Source: an optimization exercise on an open RTL-to-GDS flow (aim: small area, a short achievable clock period and few clock cycles per item). Production flows keep margins and buffers that such runs may drop. The RTL was checked by simulation tests, not by an equivalence proof against the original design.

Setup of v17:
Design encoder_position_speed_estimator, start of the top module:
module encoder_position_speed_estimator (
    input  logic                  aclk,
    input  logic                  aresetn,
    input  logic                  s_tvalid,
    output logic                  s_tready,
    input  logic [epse_pkg::S_TDATA_W-1:0]  s_tdata,
    output logic                  m_tvalid,
    input  logic                  m_tready,
    output logic [epse_pkg::M_TDATA_W-1:0]  m_tdata,
    input  logic                  cfg_wr_en,
    input  logic [epse_pkg::CFG_ADDR_W-1:0] cfg_addr,
    input  logic [epse_pkg::CFG_DATA_W-1:0] cfg_wr_data
);
Size: roughly 11000 cells after synthesis, about 940 flip-flops, roughly 150 I/O pins, about 0.087 mm2 of cells after synthesis.
clock: 12.0 ns
lec_check: 0
abc_area: 1
cap_margin: 20
core_margin: 2
core_utilization: 60
setup_slack_margin: 5
slew_margin: 20
run.sh (not shown) runs the stock make flow with config.mk's settings and CLKGATE_MAP_FILE= SYNTH_SCRIPT=/design/flow/synth_recipe.tcl, a recipe that flattens the netlist after the stock synthesis.
v17 went all the way through synthesis, placement and routing and the layout is clean on timing, DRC and antenna.
Testbench counts of v17, summed over its fixed seeds: cycles 21,528, items 4,000.
The inputs of v16 differ from those of v17 as listed below.
-- flow/config.mk --
<<< v17, line 7
export LEC_CHECK = 0
export ABC_AREA = 1
export CAP_MARGIN = 20
export CORE_MARGIN = 2
export CORE_UTILIZATION = 60
export SETUP_SLACK_MARGIN = 5
export SLEW_MARGIN = 20
>>> v16, line 7
export LEC_CHECK = 0
export ABC_AREA = 1
export CAP_MARGIN = 5
export CORE_MARGIN = 2
export CORE_UTILIZATION = 40
export SETUP_SLACK_MARGIN = 5
export SLEW_MARGIN = 5
--- outcome ---
Compared with v17, v16 shows total clock buffers created by CTS that has gone up slightly. Floorplan check, v16 vs v17: die outline larger in v16. Compared with v17, v16 shows a lower utilization.
Inputs modified between v16 and v23:
-- flow/config.mk --
<<< v16, line 6
export NUM_CORES = 4
export LEC_CHECK = 0
export ABC_AREA = 1
export CAP_MARGIN = 5
export CORE_MARGIN = 2
export CORE_UTILIZATION = 40
export SETUP_SLACK_MARGIN = 5
export SLEW_MARGIN = 5
>>> v23, line 6
export NUM_CORES = 4
export LEC_CHECK = 0
export ABC_CLOCK_PERIOD_IN_PS = 5000
export CAP_MARGIN = 20
export CORE_MARGIN = 2
export CORE_UTILIZATION = 40
export SETUP_SLACK_MARGIN = 5
export SLEW_MARGIN = 20
Findings:
- v23 completed every stage of the flow, and the final layout passed the timing, design-rule and antenna checks.
- v23 ended up with remd[19] as its end of the critical path; v16 ended up with remd[21].
- Per the comparison of v23 with v16, number of logic inverters in the finished layout dropped 939; required time of the critical path barely changed.
- Between v23 and v16, the weighted congestion reported at the end of routability-driven placement is higher for v16.

encoder_position_speed_estimator, a different RTL version from the one above (not shown whole).
For scale: about 150 I/O pins, ~0.073 mm2 of cells after synthesis.
clock: 12.0 ns
lec_check: 0
abc_clock_period_in_ps: 5000
cap_margin: 20
core_margin: 2
core_utilization: 40
slew_margin: 20
Testbench counts at the start, summed over its fixed seeds: cycles 44,789, items 4,000.
Change:
SETUP_SLACK_MARGIN = 5   (was unset)
Clock skew rises by 0.0063 ns.
Final area goes up by 1.3%.

old:
Another version of the RTL of encoder_position_speed_estimator (not shown whole).
Size in the first run: about 11,000 cells after synthesis, about 150 I/O pins, ~85,000 sq um of cells after synthesis.
clock: 12.0 ns
lec_check: 0
abc_area: 1
cap_margin: 20
core_margin: 2
core_utilization: 40
setup_slack_margin: 5
slew_margin: 20
Testbench counts of old, summed over its fixed seeds: cycles 21,528, items 4,000.
What new does differently from old at the input level:
Settings: changing SLEW_MARGIN from 20 to 5; changing CAP_MARGIN from 20 to 5.
==> results.txt <==
The length of routed met2 wiring was comparable across old and new.
Diff old -> new: final period demand of the worst path saw a decrease, post-route clock period utilization neither gained nor lost much, register-to-register slack barely changed.
old and new ended up with nearly the same post-layout instance area.
[compare] base=old new=new: share of post-route cells with drive strength above 1 stayed essentially flat; setup slack after layout rose by 0.0047 ns; worst slack on hold paths stayed essentially flat.

[static timing again, ports no longer ideal]
The flow's constraints put no driver on any port. The routed layouts listed below were extracted and timed again, unchanged, in two steps. Step 1, drivers: a clkbuf_16 drives aclk and a buf_2 each remaining input, both assumed. Step 2 adds t to the input delays and takes it off the output delays; t is the mean of the earliest and latest rising clock arrival at the registers after step 1. Input paths then give back, and output paths get back, about the clock's delay inside the block. Slacks: ideal / step 1 / step 2; pairs: ideal / step 1.
| run | t (ns) | slack for setup (ns) | worst setup path after step 2 | worst slew at a driven data input, ns | cell pins on the clock port's net |
|---|---|---|---|---|---|
| v17 | 0.811 | 5.050 / 5.050 / 4.743 | input to register | 0.05 | 1 |
| v16 | 0.847 | 5.208 / 5.163 / 4.522 | input to register | 0.07 | 1 |
| v23 | 0.864 | 4.202 / 4.202 / 4.202 | register to register | 0.05 | 1 |
| the first run of note 2 | 0.839 | 2.386 / 2.386 / 2.386 | register to register | 0.08 | 1 |
| the second run of note 2 | 0.845 | 5.265 / 5.265 / 4.708 | input to register | 0.09 | 1 |
| old | 0.861 | 5.105 / 5.105 / 4.561 | input to register | 0.05 | 1 |
| new | 0.861 | 5.109 / 5.109 / 4.571 | input to register | 0.05 | 1 |
After both steps setup and hold are still met in every run listed. For v16, which loses most, drivers alone change the setup slack by -0.045 ns; drivers and shift together by -0.686 ns.
